Source: an optimization exercise on an open RTL-to-GDS flow (aim: small area and a short achievable clock period). Production flows keep margins and buffers that such runs may drop.
For this run, only the layout was checked, not whether the RTL still works.

[flow/run.sh]
#!/bin/bash
# synth_recipe.tcl (not shown) runs the flow's synth.tcl, then flattens the netlist and writes it again
# the make line also repeats each setting of config.mk as NAME=value (left out here)
make -C /OpenROAD-flow-scripts/flow DESIGN_CONFIG=/design/flow/config.mk WORK_HOME=/design/flow/orfs CLKGATE_MAP_FILE= SYNTH_SCRIPT=/design/flow/synth_recipe.tcl finish
[flow/config.mk]
export PLATFORM = sky130hd
export DESIGN_NAME = deflate_stored_top
export DESIGN_NICKNAME = deflate_stored_top
export VERILOG_FILES = /design/flow/design.v
export SDC_FILE = /design/flow/constraint.sdc
export NUM_CORES = 4
export LEC_CHECK = 0
export CAP_MARGIN = 20
export CORE_MARGIN = 2
export CORE_UTILIZATION = 40
export SLEW_MARGIN = 20
[flow/constraint.sdc]
create_clock -name core_clock -period 6.0 [get_ports {clk}]
set_input_delay 1.2000 -clock core_clock [delete_from_list [all_inputs] [get_ports {clk}]]
set_output_delay 1.2000 -clock core_clock [all_outputs]
set_load 0.01 [all_outputs]
[flow/design.v]
package deflate_pkg;
	function automatic logic [31:0] crc_shift(input logic [31:0] x, input integer n);
		crc_shift = x;
		for (int b = 0; b < n; b++)
			crc_shift = crc_shift[0] ? ((crc_shift >> 1) ^ 32'hEDB8_8320) : (crc_shift >> 1);
	endfunction
endpackage
`timescale 1ns/1ps
module block_decoder (
	input  logic        clk,
	input  logic        rst_n,
	input  logic        word_valid,
	input  logic [31:0] word,
	output logic        a_hdr,           
	output logic        a_dat,           
	output logic [1:0]  a_k,             
	output logic        a_trl,           
	output logic [31:0] a_word,
	output logic        protocol_error
);
	logic        in_data_q;      
	logic        ended_q;        
	logic        final_q;        
	logic [15:0] bytes_left;     
	logic        accept;
	logic        block_end;
	logic        is_final;
	logic        bl_le4;
	assign accept    = word_valid & ~a_hdr & ~ended_q;    
	assign bl_le4    = (bytes_left[15:3] == '0) & ~(bytes_left[2] & (bytes_left[1:0] != 2'b00));
	assign block_end = in_data_q ? bl_le4 : (word[15:0] == '0);
	assign is_final  = in_data_q ? final_q : word[24];
	always_ff @(posedge clk or negedge rst_n) begin
		if (!rst_n) begin
			in_data_q      <= 1'b0;
			ended_q        <= 1'b0;
			a_hdr          <= 1'b0;
			a_dat          <= 1'b0;
			a_trl          <= 1'b0;
			protocol_error <= 1'b0;
		end else begin
			a_hdr <= accept & ~in_data_q;
			a_dat <= accept & in_data_q;
			a_trl <= accept & block_end & is_final;
			if (word_valid & ~accept)
				protocol_error <= 1'b1;
			if (accept) begin
				in_data_q <= ~block_end;
				ended_q   <= block_end & is_final;
			end
		end
	end
	always_ff @(posedge clk) begin
		a_word <= word;
		a_k    <= bytes_left[1:0] & {2{bl_le4}};
		if (accept) begin
			if (in_data_q) begin
				bytes_left[15:2] <= bytes_left[15:2] - 14'd1;
			end else begin
				bytes_left <= word[15:0];
				final_q    <= word[24];
			end
		end
	end
endmodule
`timescale 1ns/1ps
module crc32_engine (
	input  logic        clk,
	input  logic        rst_n,
	input  logic        crc_valid,
	input  logic [31:0] crc_data,
	input  logic [1:0]  crc_k,           
	output logic [31:0] crc_out
);
	logic [31:0] inv_q;          
	logic [31:0] c;
	logic [31:0] x;
	logic [31:0] c_next;
	assign c = ~inv_q;
	assign x = c ^ crc_data;
	logic [31:0] f1, f2, f3, f4;
	assign f1[0] = x[2] ^ c[8];
	assign f1[1] = x[0] ^ x[3] ^ c[9];
	assign f1[2] = x[0] ^ x[1] ^ x[4] ^ c[10];
	assign f1[3] = x[1] ^ x[2] ^ x[5] ^ c[11];
	assign f1[4] = x[0] ^ x[2] ^ x[3] ^ x[6] ^ c[12];
	assign f1[5] = x[1] ^ x[3] ^ x[4] ^ x[7] ^ c[13];
	assign f1[6] = x[4] ^ x[5] ^ c[14];
	assign f1[7] = x[0] ^ x[5] ^ x[6] ^ c[15];
	assign f1[8] = x[1] ^ x[6] ^ x[7] ^ c[16];
	assign f1[9] = x[7] ^ c[17];
	assign f1[10] = x[2] ^ c[18];
	assign f1[11] = x[3] ^ c[19];
	assign f1[12] = x[0] ^ x[4] ^ c[20];
	assign f1[13] = x[0] ^ x[1] ^ x[5] ^ c[21];
	assign f1[14] = x[1] ^ x[2] ^ x[6] ^ c[22];
	assign f1[15] = x[2] ^ x[3] ^ x[7] ^ c[23];
	assign f1[16] = x[0] ^ x[2] ^ x[3] ^ x[4] ^ c[24];
	assign f1[17] = x[0] ^ x[1] ^ x[3] ^ x[4] ^ x[5] ^ c[25];
	assign f1[18] = x[0] ^ x[1] ^ x[2] ^ x[4] ^ x[5] ^ x[6] ^ c[26];
	assign f1[19] = x[1] ^ x[2] ^ x[3] ^ x[5] ^ x[6] ^ x[7] ^ c[27];
	assign f1[20] = x[3] ^ x[4] ^ x[6] ^ x[7] ^ c[28];
	assign f1[21] = x[2] ^ x[4] ^ x[5] ^ x[7] ^ c[29];
	assign f1[22] = x[2] ^ x[3] ^ x[5] ^ x[6] ^ c[30];
	assign f1[23] = x[3] ^ x[4] ^ x[6] ^ x[7] ^ c[31];
	assign f1[24] = x[0] ^ x[2] ^ x[4] ^ x[5] ^ x[7];
	assign f1[25] = x[0] ^ x[1] ^ x[2] ^ x[3] ^ x[5] ^ x[6];
	assign f1[26] = x[0] ^ x[1] ^ x[2] ^ x[3] ^ x[4] ^ x[6] ^ x[7];
	assign f1[27] = x[1] ^ x[3] ^ x[4] ^ x[5] ^ x[7];
	assign f1[28] = x[0] ^ x[4] ^ x[5] ^ x[6];
	assign f1[29] = x[0] ^ x[1] ^ x[5] ^ x[6] ^ x[7];
	assign f1[30] = x[0] ^ x[1] ^ x[6] ^ x[7];
	assign f1[31] = x[1] ^ x[7];
	assign f2[0] = x[0] ^ x[4] ^ x[6] ^ x[7] ^ x[10] ^ c[16];
	assign f2[1] = x[1] ^ x[5] ^ x[7] ^ x[8] ^ x[11] ^ c[17];
	assign f2[2] = x[2] ^ x[6] ^ x[8] ^ x[9] ^ x[12] ^ c[18];
	assign f2[3] = x[3] ^ x[7] ^ x[9] ^ x[10] ^ x[13] ^ c[19];
	assign f2[4] = x[4] ^ x[8] ^ x[10] ^ x[11] ^ x[14] ^ c[20];
	assign f2[5] = x[5] ^ x[9] ^ x[11] ^ x[12] ^ x[15] ^ c[21];
	assign f2[6] = x[0] ^ x[4] ^ x[7] ^ x[12] ^ x[13] ^ c[22];
	assign f2[7] = x[1] ^ x[5] ^ x[8] ^ x[13] ^ x[14] ^ c[23];
	assign f2[8] = x[0] ^ x[2] ^ x[6] ^ x[9] ^ x[14] ^ x[15] ^ c[24];
	assign f2[9] = x[1] ^ x[3] ^ x[4] ^ x[6] ^ x[15] ^ c[25];
	assign f2[10] = x[2] ^ x[5] ^ x[6] ^ x[10] ^ c[26];
	assign f2[11] = x[3] ^ x[6] ^ x[7] ^ x[11] ^ c[27];
	assign f2[12] = x[0] ^ x[4] ^ x[7] ^ x[8] ^ x[12] ^ c[28];
	assign f2[13] = x[0] ^ x[1] ^ x[5] ^ x[8] ^ x[9] ^ x[13] ^ c[29];
	assign f2[14] = x[1] ^ x[2] ^ x[6] ^ x[9] ^ x[10] ^ x[14] ^ c[30];
	assign f2[15] = x[2] ^ x[3] ^ x[7] ^ x[10] ^ x[11] ^ x[15] ^ c[31];
	assign f2[16] = x[0] ^ x[3] ^ x[6] ^ x[7] ^ x[8] ^ x[10] ^ x[11] ^ x[12];
	assign f2[17] = x[0] ^ x[1] ^ x[4] ^ x[7] ^ x[8] ^ x[9] ^ x[11] ^ x[12] ^ x[13];
	assign f2[18] = x[1] ^ x[2] ^ x[5] ^ x[8] ^ x[9] ^ x[10] ^ x[12] ^ x[13] ^ x[14];
	assign f2[19] = x[0] ^ x[2] ^ x[3] ^ x[6] ^ x[9] ^ x[10] ^ x[11] ^ x[13] ^ x[14] ^ x[15];
	assign f2[20] = x[0] ^ x[1] ^ x[3] ^ x[6] ^ x[11] ^ x[12] ^ x[14] ^ x[15];
	assign f2[21] = x[1] ^ x[2] ^ x[6] ^ x[10] ^ x[12] ^ x[13] ^ x[15];
	assign f2[22] = x[2] ^ x[3] ^ x[4] ^ x[6] ^ x[10] ^ x[11] ^ x[13] ^ x[14];
	assign f2[23] = x[3] ^ x[4] ^ x[5] ^ x[7] ^ x[11] ^ x[12] ^ x[14] ^ x[15];
	assign f2[24] = x[0] ^ x[5] ^ x[7] ^ x[8] ^ x[10] ^ x[12] ^ x[13] ^ x[15];
	assign f2[25] = x[1] ^ x[4] ^ x[7] ^ x[8] ^ x[9] ^ x[10] ^ x[11] ^ x[13] ^ x[14];
	assign f2[26] = x[2] ^ x[5] ^ x[8] ^ x[9] ^ x[10] ^ x[11] ^ x[12] ^ x[14] ^ x[15];
	assign f2[27] = x[0] ^ x[3] ^ x[4] ^ x[7] ^ x[9] ^ x[11] ^ x[12] ^ x[13] ^ x[15];
	assign f2[28] = x[0] ^ x[1] ^ x[5] ^ x[6] ^ x[7] ^ x[8] ^ x[12] ^ x[13] ^ x[14];
	assign f2[29] = x[1] ^ x[2] ^ x[6] ^ x[7] ^ x[8] ^ x[9] ^ x[13] ^ x[14] ^ x[15];
	assign f2[30] = x[2] ^ x[3] ^ x[4] ^ x[6] ^ x[8] ^ x[9] ^ x[14] ^ x[15];
	assign f2[31] = x[3] ^ x[5] ^ x[6] ^ x[9] ^ x[15];
	assign f3[0] = x[0] ^ x[8] ^ x[12] ^ x[14] ^ x[15] ^ x[18] ^ c[24];
	assign f3[1] = x[0] ^ x[1] ^ x[9] ^ x[13] ^ x[15] ^ x[16] ^ x[19] ^ c[25];
	assign f3[2] = x[0] ^ x[1] ^ x[2] ^ x[10] ^ x[14] ^ x[16] ^ x[17] ^ x[20] ^ c[26];
	assign f3[3] = x[1] ^ x[2] ^ x[3] ^ x[11] ^ x[15] ^ x[17] ^ x[18] ^ x[21] ^ c[27];
	assign f3[4] = x[0] ^ x[2] ^ x[3] ^ x[4] ^ x[12] ^ x[16] ^ x[18] ^ x[19] ^ x[22] ^ c[28];
	assign f3[5] = x[0] ^ x[1] ^ x[3] ^ x[4] ^ x[5] ^ x[13] ^ x[17] ^ x[19] ^ x[20] ^ x[23] ^ c[29];
	assign f3[6] = x[1] ^ x[2] ^ x[4] ^ x[5] ^ x[6] ^ x[8] ^ x[12] ^ x[15] ^ x[20] ^ x[21] ^ c[30];
	assign f3[7] = x[2] ^ x[3] ^ x[5] ^ x[6] ^ x[7] ^ x[9] ^ x[13] ^ x[16] ^ x[21] ^ x[22] ^ c[31];
	assign f3[8] = x[3] ^ x[4] ^ x[6] ^ x[7] ^ x[8] ^ x[10] ^ x[14] ^ x[17] ^ x[22] ^ x[23];
	assign f3[9] = x[0] ^ x[4] ^ x[5] ^ x[7] ^ x[9] ^ x[11] ^ x[12] ^ x[14] ^ x[23];
	assign f3[10] = x[1] ^ x[5] ^ x[6] ^ x[10] ^ x[13] ^ x[14] ^ x[18];
	assign f3[11] = x[0] ^ x[2] ^ x[6] ^ x[7] ^ x[11] ^ x[14] ^ x[15] ^ x[19];
	assign f3[12] = x[1] ^ x[3] ^ x[7] ^ x[8] ^ x[12] ^ x[15] ^ x[16] ^ x[20];
	assign f3[13] = x[0] ^ x[2] ^ x[4] ^ x[8] ^ x[9] ^ x[13] ^ x[16] ^ x[17] ^ x[21];
	assign f3[14] = x[0] ^ x[1] ^ x[3] ^ x[5] ^ x[9] ^ x[10] ^ x[14] ^ x[17] ^ x[18] ^ x[22];
	assign f3[15] = x[1] ^ x[2] ^ x[4] ^ x[6] ^ x[10] ^ x[11] ^ x[15] ^ x[18] ^ x[19] ^ x[23];
	assign f3[16] = x[2] ^ x[3] ^ x[5] ^ x[7] ^ x[8] ^ x[11] ^ x[14] ^ x[15] ^ x[16] ^ x[18] ^ x[19] ^ x[20];
	assign f3[17] = x[0] ^ x[3] ^ x[4] ^ x[6] ^ x[8] ^ x[9] ^ x[12] ^ x[15] ^ x[16] ^ x[17] ^ x[19] ^ x[20] ^ x[21];
	assign f3[18] = x[1] ^ x[4] ^ x[5] ^ x[7] ^ x[9] ^ x[10] ^ x[13] ^ x[16] ^ x[17] ^ x[18] ^ x[20] ^ x[21] ^ x[22];
	assign f3[19] = x[2] ^ x[5] ^ x[6] ^ x[8] ^ x[10] ^ x[11] ^ x[14] ^ x[17] ^ x[18] ^ x[19] ^ x[21] ^ x[22] ^ x[23];
	assign f3[20] = x[3] ^ x[6] ^ x[7] ^ x[8] ^ x[9] ^ x[11] ^ x[14] ^ x[19] ^ x[20] ^ x[22] ^ x[23];
	assign f3[21] = x[4] ^ x[7] ^ x[9] ^ x[10] ^ x[14] ^ x[18] ^ x[20] ^ x[21] ^ x[23];
	assign f3[22] = x[0] ^ x[5] ^ x[10] ^ x[11] ^ x[12] ^ x[14] ^ x[18] ^ x[19] ^ x[21] ^ x[22];
	assign f3[23] = x[0] ^ x[1] ^ x[6] ^ x[11] ^ x[12] ^ x[13] ^ x[15] ^ x[19] ^ x[20] ^ x[22] ^ x[23];
	assign f3[24] = x[0] ^ x[1] ^ x[2] ^ x[7] ^ x[8] ^ x[13] ^ x[15] ^ x[16] ^ x[18] ^ x[20] ^ x[21] ^ x[23];
	assign f3[25] = x[1] ^ x[2] ^ x[3] ^ x[9] ^ x[12] ^ x[15] ^ x[16] ^ x[17] ^ x[18] ^ x[19] ^ x[21] ^ x[22];
	assign f3[26] = x[2] ^ x[3] ^ x[4] ^ x[10] ^ x[13] ^ x[16] ^ x[17] ^ x[18] ^ x[19] ^ x[20] ^ x[22] ^ x[23];
	assign f3[27] = x[3] ^ x[4] ^ x[5] ^ x[8] ^ x[11] ^ x[12] ^ x[15] ^ x[17] ^ x[19] ^ x[20] ^ x[21] ^ x[23];
	assign f3[28] = x[4] ^ x[5] ^ x[6] ^ x[8] ^ x[9] ^ x[13] ^ x[14] ^ x[15] ^ x[16] ^ x[20] ^ x[21] ^ x[22];
	assign f3[29] = x[5] ^ x[6] ^ x[7] ^ x[9] ^ x[10] ^ x[14] ^ x[15] ^ x[16] ^ x[17] ^ x[21] ^ x[22] ^ x[23];
	assign f3[30] = x[6] ^ x[7] ^ x[10] ^ x[11] ^ x[12] ^ x[14] ^ x[16] ^ x[17] ^ x[22] ^ x[23];
	assign f3[31] = x[7] ^ x[11] ^ x[13] ^ x[14] ^ x[17] ^ x[23];
	assign f4[0] = x[0] ^ x[1] ^ x[2] ^ x[3] ^ x[4] ^ x[6] ^ x[7] ^ x[8] ^ x[16] ^ x[20] ^ x[22] ^ x[23] ^ x[26];
	assign f4[1] = x[1] ^ x[2] ^ x[3] ^ x[4] ^ x[5] ^ x[7] ^ x[8] ^ x[9] ^ x[17] ^ x[21] ^ x[23] ^ x[24] ^ x[27];
	assign f4[2] = x[0] ^ x[2] ^ x[3] ^ x[4] ^ x[5] ^ x[6] ^ x[8] ^ x[9] ^ x[10] ^ x[18] ^ x[22] ^ x[24] ^ x[25] ^ x[28];
	assign f4[3] = x[1] ^ x[3] ^ x[4] ^ x[5] ^ x[6] ^ x[7] ^ x[9] ^ x[10] ^ x[11] ^ x[19] ^ x[23] ^ x[25] ^ x[26] ^ x[29];
	assign f4[4] = x[2] ^ x[4] ^ x[5] ^ x[6] ^ x[7] ^ x[8] ^ x[10] ^ x[11] ^ x[12] ^ x[20] ^ x[24] ^ x[26] ^ x[27] ^ x[30];
	assign f4[5] = x[0] ^ x[3] ^ x[5] ^ x[6] ^ x[7] ^ x[8] ^ x[9] ^ x[11] ^ x[12] ^ x[13] ^ x[21] ^ x[25] ^ x[27] ^ x[28] ^ x[31];
	assign f4[6] = x[0] ^ x[2] ^ x[3] ^ x[9] ^ x[10] ^ x[12] ^ x[13] ^ x[14] ^ x[16] ^ x[20] ^ x[23] ^ x[28] ^ x[29];
	assign f4[7] = x[1] ^ x[3] ^ x[4] ^ x[10] ^ x[11] ^ x[13] ^ x[14] ^ x[15] ^ x[17] ^ x[21] ^ x[24] ^ x[29] ^ x[30];
	assign f4[8] = x[0] ^ x[2] ^ x[4] ^ x[5] ^ x[11] ^ x[12] ^ x[14] ^ x[15] ^ x[16] ^ x[18] ^ x[22] ^ x[25] ^ x[30] ^ x[31];
	assign f4[9] = x[0] ^ x[2] ^ x[4] ^ x[5] ^ x[7] ^ x[8] ^ x[12] ^ x[13] ^ x[15] ^ x[17] ^ x[19] ^ x[20] ^ x[22] ^ x[31];
	assign f4[10] = x[0] ^ x[2] ^ x[4] ^ x[5] ^ x[7] ^ x[9] ^ x[13] ^ x[14] ^ x[18] ^ x[21] ^ x[22] ^ x[26];
	assign f4[11] = x[1] ^ x[3] ^ x[5] ^ x[6] ^ x[8] ^ x[10] ^ x[14] ^ x[15] ^ x[19] ^ x[22] ^ x[23] ^ x[27];
	assign f4[12] = x[2] ^ x[4] ^ x[6] ^ x[7] ^ x[9] ^ x[11] ^ x[15] ^ x[16] ^ x[20] ^ x[23] ^ x[24] ^ x[28];
	assign f4[13] = x[0] ^ x[3] ^ x[5] ^ x[7] ^ x[8] ^ x[10] ^ x[12] ^ x[16] ^ x[17] ^ x[21] ^ x[24] ^ x[25] ^ x[29];
	assign f4[14] = x[0] ^ x[1] ^ x[4] ^ x[6] ^ x[8] ^ x[9] ^ x[11] ^ x[13] ^ x[17] ^ x[18] ^ x[22] ^ x[25] ^ x[26] ^ x[30];
	assign f4[15] = x[1] ^ x[2] ^ x[5] ^ x[7] ^ x[9] ^ x[10] ^ x[12] ^ x[14] ^ x[18] ^ x[19] ^ x[23] ^ x[26] ^ x[27] ^ x[31];
	assign f4[16] = x[1] ^ x[4] ^ x[7] ^ x[10] ^ x[11] ^ x[13] ^ x[15] ^ x[16] ^ x[19] ^ x[22] ^ x[23] ^ x[24] ^ x[26] ^ x[27] ^ x[28];
	assign f4[17] = x[2] ^ x[5] ^ x[8] ^ x[11] ^ x[12] ^ x[14] ^ x[16] ^ x[17] ^ x[20] ^ x[23] ^ x[24] ^ x[25] ^ x[27] ^ x[28] ^ x[29];
	assign f4[18] = x[0] ^ x[3] ^ x[6] ^ x[9] ^ x[12] ^ x[13] ^ x[15] ^ x[17] ^ x[18] ^ x[21] ^ x[24] ^ x[25] ^ x[26] ^ x[28] ^ x[29] ^ x[30];
	assign f4[19] = x[0] ^ x[1] ^ x[4] ^ x[7] ^ x[10] ^ x[13] ^ x[14] ^ x[16] ^ x[18] ^ x[19] ^ x[22] ^ x[25] ^ x[26] ^ x[27] ^ x[29] ^ x[30] ^ x[31];
	assign f4[20] = x[0] ^ x[3] ^ x[4] ^ x[5] ^ x[6] ^ x[7] ^ x[11] ^ x[14] ^ x[15] ^ x[16] ^ x[17] ^ x[19] ^ x[22] ^ x[27] ^ x[28] ^ x[30] ^ x[31];
	assign f4[21] = x[0] ^ x[2] ^ x[3] ^ x[5] ^ x[12] ^ x[15] ^ x[17] ^ x[18] ^ x[22] ^ x[26] ^ x[28] ^ x[29] ^ x[31];
	assign f4[22] = x[2] ^ x[7] ^ x[8] ^ x[13] ^ x[18] ^ x[19] ^ x[20] ^ x[22] ^ x[26] ^ x[27] ^ x[29] ^ x[30];
	assign f4[23] = x[0] ^ x[3] ^ x[8] ^ x[9] ^ x[14] ^ x[19] ^ x[20] ^ x[21] ^ x[23] ^ x[27] ^ x[28] ^ x[30] ^ x[31];
	assign f4[24] = x[2] ^ x[3] ^ x[6] ^ x[7] ^ x[8] ^ x[9] ^ x[10] ^ x[15] ^ x[16] ^ x[21] ^ x[23] ^ x[24] ^ x[26] ^ x[28] ^ x[29] ^ x[31];
	assign f4[25] = x[1] ^ x[2] ^ x[6] ^ x[9] ^ x[10] ^ x[11] ^ x[17] ^ x[20] ^ x[23] ^ x[24] ^ x[25] ^ x[26] ^ x[27] ^ x[29] ^ x[30];
	assign f4[26] = x[2] ^ x[3] ^ x[7] ^ x[10] ^ x[11] ^ x[12] ^ x[18] ^ x[21] ^ x[24] ^ x[25] ^ x[26] ^ x[27] ^ x[28] ^ x[30] ^ x[31];
	assign f4[27] = x[0] ^ x[1] ^ x[2] ^ x[6] ^ x[7] ^ x[11] ^ x[12] ^ x[13] ^ x[16] ^ x[19] ^ x[20] ^ x[23] ^ x[25] ^ x[27] ^ x[28] ^ x[29] ^ x[31];
	assign f4[28] = x[0] ^ x[4] ^ x[6] ^ x[12] ^ x[13] ^ x[14] ^ x[16] ^ x[17] ^ x[21] ^ x[22] ^ x[23] ^ x[24] ^ x[28] ^ x[29] ^ x[30];
	assign f4[29] = x[0] ^ x[1] ^ x[5] ^ x[7] ^ x[13] ^ x[14] ^ x[15] ^ x[17] ^ x[18] ^ x[22] ^ x[23] ^ x[24] ^ x[25] ^ x[29] ^ x[30] ^ x[31];
	assign f4[30] = x[3] ^ x[4] ^ x[7] ^ x[14] ^ x[15] ^ x[18] ^ x[19] ^ x[20] ^ x[22] ^ x[24] ^ x[25] ^ x[30] ^ x[31];
	assign f4[31] = x[0] ^ x[1] ^ x[2] ^ x[3] ^ x[5] ^ x[6] ^ x[7] ^ x[15] ^ x[19] ^ x[21] ^ x[22] ^ x[25] ^ x[31];
	always_comb begin
		case (crc_k)
			2'd1:    c_next = f1;
			2'd2:    c_next = f2;
			2'd3:    c_next = f3;
			default: c_next = f4;
		endcase
	end
	always_ff @(posedge clk or negedge rst_n) begin
		if (!rst_n)
			inv_q <= '0;
		else if (crc_valid)
			inv_q <= ~c_next;
	end
	assign crc_out = inv_q;
endmodule
`timescale 1ns/1ps
module stored_sequencer (
	input  logic        clk,
	input  logic        rst_n,
	input  logic        a_hdr,
	input  logic        a_dat,
	input  logic [1:0]  a_k,
	input  logic        a_trl,
	input  logic [31:0] a_word,
	output logic [2:0]  b_n,             
	output logic        b_last,          
	output logic        b_bf,            
	output logic [31:0] b_lanes          
);
	logic        st_crc_q;               
	logic        st_isize_q;             
	logic [1:0]  pos_q;                  
	logic [15:0] isize_lo_q;             
	logic        isize_c_q;
	logic [15:0] isize_hi_q;
	logic [31:0] crc_value;
	logic [31:0] g;                      
	logic [2:0]  n_c;
	logic [16:0] lo_sum;
	crc32_engine crc32_engine_i (
		.clk       (clk),
		.rst_n     (rst_n),
		.crc_valid (a_dat),
		.crc_data  (a_word),
		.crc_k     (a_k),
		.crc_out   (crc_value)
	);
	always_comb begin
		if (a_hdr)
			g = {~a_word[7:0], a_word[15:8], a_word[7:0], ~a_word[15:8]};
		else if (a_dat)
			g = a_word;
		else if (st_crc_q)
			g = crc_value;
		else
			g = {isize_hi_q, isize_lo_q};
	end
	always_comb begin
		if (a_hdr)
			n_c = 3'd5;
		else if (a_dat)
			n_c = {a_k == 2'd0, a_k};
		else if (st_crc_q | st_isize_q)
			n_c = 3'd4;
		else
			n_c = 3'd0;
	end
	assign lo_sum = {1'b0, isize_lo_q} + {1'b0, a_word[15:0] & {16{a_hdr}}};
	always_ff @(posedge clk or negedge rst_n) begin
		if (!rst_n) begin
			st_crc_q   <= 1'b0;
			st_isize_q <= 1'b0;
			pos_q      <= '0;
			isize_lo_q <= '0;
			isize_c_q  <= 1'b0;
			isize_hi_q <= '0;
			b_n        <= '0;
			b_last     <= 1'b0;
		end else begin
			st_crc_q   <= a_trl;
			st_isize_q <= st_crc_q;
			pos_q      <= pos_q + n_c[1:0];            
			isize_lo_q <= lo_sum[15:0];
			isize_c_q  <= lo_sum[16];
			isize_hi_q <= isize_hi_q + {15'b0, isize_c_q};
			b_n        <= n_c;
			b_last     <= st_isize_q;
		end
	end
	always_ff @(posedge clk) begin
		b_bf    <= a_word[24];
		case (pos_q)
			2'd0: b_lanes <= g;
			2'd1: b_lanes <= {g[23:0], g[31:24]};
			2'd2: b_lanes <= {g[15:0], g[31:16]};
			2'd3: b_lanes <= {g[7:0],  g[31:8]};
		endcase
	end
endmodule
`timescale 1ns/1ps
module bit_packer (
	input  logic        clk,
	input  logic        rst_n,
	input  logic [2:0]  b_n,
	input  logic        b_last,
	input  logic        b_bf,
	input  logic [31:0] b_lanes,
	output logic        out_valid,
	output logic [31:0] out_word,
	output logic        out_last,
	output logic [2:0]  out_bytes,
	output logic        done
);
	logic [2:0]  cnt_q;          
	logic        drain_q;        
	logic [31:0] acc_q;          
	logic [3:0]  cnt_in;
	logic        last_seen;
	logic        emit;
	logic        emit_last;
	logic        hdr;
	logic [3:0]  sel_acc;        
	logic [3:0]  sel_fld;        
	logic [3:0]  sel_bf;         
	logic [31:0] word_c;
	assign cnt_in    = {1'b0, cnt_q} + {1'b0, b_n};
	assign last_seen = drain_q | b_last;
	assign emit      = (cnt_in >= 4'd4) | (last_seen & (cnt_in != '0));
	assign emit_last = last_seen & (cnt_in != '0) & (cnt_in <= 4'd4);
	assign hdr       = (b_n == 3'd5);
	always_comb begin
		for (int j = 0; j < 4; j++) begin
			sel_acc[j] = (cnt_q > 3'(j));
			sel_fld[j] = ~sel_acc[j] & (b_n != '0);
			sel_bf[j]  = hdr & (cnt_q[1:0] == 2'(j));
		end
		for (int j = 0; j < 4; j++) begin
			word_c[j*8 +: 8] = ({8{sel_acc[j]}} & acc_q[j*8 +: 8])
			                 | ({8{sel_fld[j] & ~sel_bf[j]}} & b_lanes[j*8 +: 8])
			                 | {7'b0, sel_bf[j] & b_bf};
		end
	end
	always_ff @(posedge clk or negedge rst_n) begin
		if (!rst_n) begin
			cnt_q     <= '0;
			drain_q   <= 1'b0;
			out_valid <= 1'b0;
			done      <= 1'b0;
		end else begin
			out_valid <= emit;
			drain_q   <= last_seen & ~emit_last;
			done      <= done | emit_last;
			if (emit)
				cnt_q <= emit_last ? '0 : 3'(cnt_in - 4'd4);
			else
				cnt_q <= 3'(cnt_in);
		end
	end
	always_ff @(posedge clk) begin
		out_last  <= emit_last;
		out_bytes <= emit_last ? 3'(cnt_in) : 3'd4;
		out_word  <= word_c;
		for (int j = 0; j < 4; j++)
			if (emit | ~sel_acc[j])
				acc_q[j*8 +: 8] <= b_lanes[j*8 +: 8];
	end
endmodule
`timescale 1ns/1ps
module deflate_stored_top (
	input  logic                        clk,
	input  logic                        rst_n,
	input  logic                        word_valid,
	input  logic [32-1:0]  word,           
	output logic                        out_valid,
	output logic [32-1:0]  out_word,
	output logic                        out_last,
	output logic [3-1:0] out_bytes,
	output logic                        done,
	output logic                        protocol_error
);
	logic        a_hdr, a_dat, a_trl;   
	logic [1:0]  a_k;
	logic [31:0] a_word;
	logic [2:0]  b_n;                   
	logic        b_last, b_bf;
	logic [31:0] b_lanes;
	block_decoder block_decoder_i (
		.clk            (clk),
		.rst_n          (rst_n),
		.word_valid     (word_valid),
		.word           (word),
		.a_hdr          (a_hdr),
		.a_dat          (a_dat),
		.a_k            (a_k),
		.a_trl          (a_trl),
		.a_word         (a_word),
		.protocol_error (protocol_error)
	);
	stored_sequencer stored_sequencer_i (
		.clk     (clk),
		.rst_n   (rst_n),
		.a_hdr   (a_hdr),
		.a_dat   (a_dat),
		.a_k     (a_k),
		.a_trl   (a_trl),
		.a_word  (a_word),
		.b_n     (b_n),
		.b_last  (b_last),
		.b_bf    (b_bf),
		.b_lanes (b_lanes)
	);
	bit_packer bit_packer_i (
		.clk       (clk),
		.rst_n     (rst_n),
		.b_n       (b_n),
		.b_last    (b_last),
		.b_bf      (b_bf),
		.b_lanes   (b_lanes),
		.out_valid (out_valid),
		.out_word  (out_word),
		.out_last  (out_last),
		.out_bytes (out_bytes),
		.done      (done)
	);
endmodule
==> results_dict.tcl <==
set metrics [dict create \
    status "complete, no violations" \
    hold_violations 0 \
    worstMarginPinSlew_ns 1.15 \
    cts_buffers 28 \
    cts_tree "done" \
    netlist_area_sq_mm 0.0164 \
    drv_slew 0 \
    clk_path_buf_depth 3 \
    syn_to_final_growth_pct 14.0 \
    critPathCapture "stored_sequencer_i.isize_lo_q[14]$_DFF_PN0_" \
    postCtsSetupRepairBufs 0 \
    drcViolationCount 0 \
    pin_count 74 \
    fin_ws_ns 2.49 \
    n_antenna_cell 0 \
    layout_common_cells "xnor2_1, mux2i_1, nor2_1, dfxtp_1, a21oi_1" \
    ctsResizeCount 0 \
    clock_latency_ns 0.59 \
    wl_um 54300 \
    synthFlopType "dfxtp_1" \
    grt_pass1_vias 11900 \
    preCtsSetupSlack_ns 2.58 \
    synth.area.top_cells "xnor2_1, dfrtp_1, dfxtp_1, edfxtp_1, mux2i_1" \
    drtPass1Iterations 5 \
    worstReg2RegEnd "stored_sequencer_i.isize_lo_q[14]$_DFF_PN0_" \
    h-tree-depth 1 \
    r2r_start "block_decoder_i.a_hdr$_DFF_PN0_" \
    start_util 0.403 \
    crit_top_cell "o21ai_0" \
    antenna_found_initial 1 \
    async_reset_ff_frac 0.359 \
    synth_nets 1630 \
    path_cells "and2_1 > ha_1 > inv_1 > fa_1 > nor2b_1 > o21ai_0 > a21boi_0 > o21ai_0 > a21oi_1 > o21a_1 > a221oi_1 > xnor2_1" \
    port_buffers 73 \
    placed_area_sq_mm 0.0177 \
    synth_seq_cells 237 \
    syn_inst 1570 \
    cp-start-kind "register" \
    dieArea_sq_mm 0.0426 \
    fmax_ghz 0.285 \
    critPathMaxStageDelay_ns 1.02 \
    grt_max_degree 60 \
    cts-root-buf "clkbuf_16" \
    synth_top_area_frac 0.239 \
    dp_cells 2123 \
    die-width_um 206 \
    layout-drive-gt1-share 0.0956 \
    drtIter0Drc 1184 \
    cp-end-kind "register" \
    maxCapViolCount 0 \
    finalCriticalPeriod_ns 3.51 \
    finalSetupViolCount 0 \
    synth-edff-count 49 \
    grt_first_pass_wirelength_um 79300 \
    final_nets 1681 \
    die_y_um 206 \
    finalSetupTns_ns 0 \
    cp_slowest_cell "dfrtp_2" \
    gp_congestion 1.02 \
    synthDistinctLibCells 67 \
    clock_skew_ns 0.0394 \
    grtUsageTotal 0.256 \
    final_common_cell "xnor2_1" \
    cts_sinks 237 \
    ff2ff_setup_slack_ns 2.49 \
    clk_pin_slew_ns 0.06 \
    ctsHoldBuffers 0 \
    placementRows 74 \
    crit_path_start "block_decoder_i.a_hdr$_DFF_PN0_" \
    path_class "register to register" \
    core_sq_mm 0.0406 \
    dp_hpwl_um 40400 \
    max_slew_margin 0.229 \
    worst_r2r_path_depth 12 \
    holdCritStartpoint "block_decoder_i.a_trl$_DFF_PN0_" \
    critical_path_arrival_ns 3.97 \
    design_area_sq_mm 0.0187 \
    cp.required_ns 6.46 \
    fin_cells 2175 \
    yosysTopAreaCell "xnor2_1" \
    routed-via-count 12100 \
    avgViaCountPerCell 5.54 \
    crit_fanout 52 \
    grt_setup_unrepaired "false" \
    avgSynthCellArea_sq_um 10.4 \
    wire_per_inst_um 25.0 \
    overflow 0 \
    hold_class "register to register" \
    ys_warn_count 4 \
    seq_area_frac_synth 0.346 \
    final_antenna_net_count 0 \
    min_period_over_period 0.585 \
]
==> state kept, by name, indices dropped and copies added (netlist names), 3 cells and up <==
signal and cells:
bit_packer_i.out_word 32, stored_sequencer_i.crc32_engine_i.inv_q 32, block_decoder_i.a_word 32, stored_sequencer_i.isize_hi_q 16, bit_packer_i.out_bytes 3, bit_packer_i.cnt_q 3, stored_sequencer_i.b_n 3, block_decoder_i.bytes_left 16
stored_sequencer_i.b_lanes 32, bit_packer_i.acc_q 32, stored_sequencer_i.isize_lo_q 16
==> how the worst min path moves through the flow <==
stage | to | slack, ns | cells past startpoint
after global routing | stored_sequencer_i.st_crc_q$_DFF_PN0_ | 0.35 | 0
after floorplan | stored_sequencer_i.st_crc_q$_DFF_PN0_ | 0.33 | 0
after global placement | stored_sequencer_i.st_crc_q$_DFF_PN0_ | 0.33 | 0
after CTS | stored_sequencer_i.st_crc_q$_DFF_PN0_ | 0.35 | 0
after detailed placement | stored_sequencer_i.st_crc_q$_DFF_PN0_ | 0.35 | 0
final | stored_sequencer_i.st_crc_q$_DFF_PN0_ | 0.35 | 0
==> stage by stage <==
| step | hold WS, ns | utilization |
|---|---|---|
| 6_report | 0.350 | 0.459 |
| 5_1_grt | 0.355 | 0.459 |
| 4_1_cts | 0.353 | 0.459 |
| 3_5_place_dp | 0.347 | 0.434 |
| 3_3_place_gp | 0.333 | 0.434 |
| 2_1_floorplan | 0.331 | - |
==> critical path: cells and delay by family, from the launching register on <==
kind,cells,cell delay (ns)
adders and majority gates,2,0.61
xor gates and xnor gates,1,0.16
and+or+nand+nor,2,0.40
buffers and inverters,1,0.06
AOI/OAI and AO/OA,6,1.10
DFF,1,1.02
==> layer usage <==
layer | global-route usage | routed length, um
met5 | 0 | 9
met1 | 0.329 | 21900
met3 | 0.0547 | 4800
met2 | 0.404 | 24500
met4 | 0.138 | 3110
==> area by class of cell <==
class                   instances  area [sq um]
fillers                      3771         22000
clock inverters                22           279
clock buffers                  30           739
inverters                      25          93.8
multi-input cells            1229         10300
repair buffers                100           931
well taps                     532           666
flip-flops and latches        237          5670
==> Yosys cell counts (all sizes together) (16+ instances only) <==
library cell  instances
o21ai                18
xnor2               489
dfxtp               103
ha                   23
o21bai               16
nor3                 16
buf                  23
nor2                107
xor2                 90
mux2i               117
inv                  25
and2                 24
clkbuf               56
edfxtp               49
a21oi                99
a22o                 28
nand2                43
dfrtp                85
==> logic make-up (layout without fill, tap and decap cells) <==
kind of cell / Yosys count / count (layout) / share of synthesized area
xor+xnor: 587 / 587 / 0.355
simple gates: 256 / 256 / 0.0743
flops: 237 / 237 / 0.346
compound gates: 230 / 230 / 0.0908
mux: 131 / 131 / 0.0855
buf+inv: 104 / 177 / 0.0284
fa+ha+maj: 25 / 25 / 0.0200

==> separate check: timing with driven ports <==
How much do the figures lean on ideal ports? The routed layout below was timed once more, with nothing changed but the port constraints. Step 1 assumes that a clkbuf_16 drives the clock port and a buf_2 every other input. Step 2 adds t to the input delays and takes it off the output delays; t is the mean of the earliest and latest rising clock arrival at the registers after step 1. Input paths then give back, and output paths get back, about the clock's delay inside the block. Slacks: no drivers / after step 1 / after step 2; pairs: no drivers / after step 1.
shift t [ns]: 0.618
setup WS [ns]: 2.489 / 2.489 / 2.489
worst setup path after step 2: register to register
latest minus earliest clock arrival (ns): 0.040 / 0.040
After both steps this run still meets setup and hold. For this run, drivers alone change the setup slack by 0.000 ns; drivers and shift together by 0.000 ns.
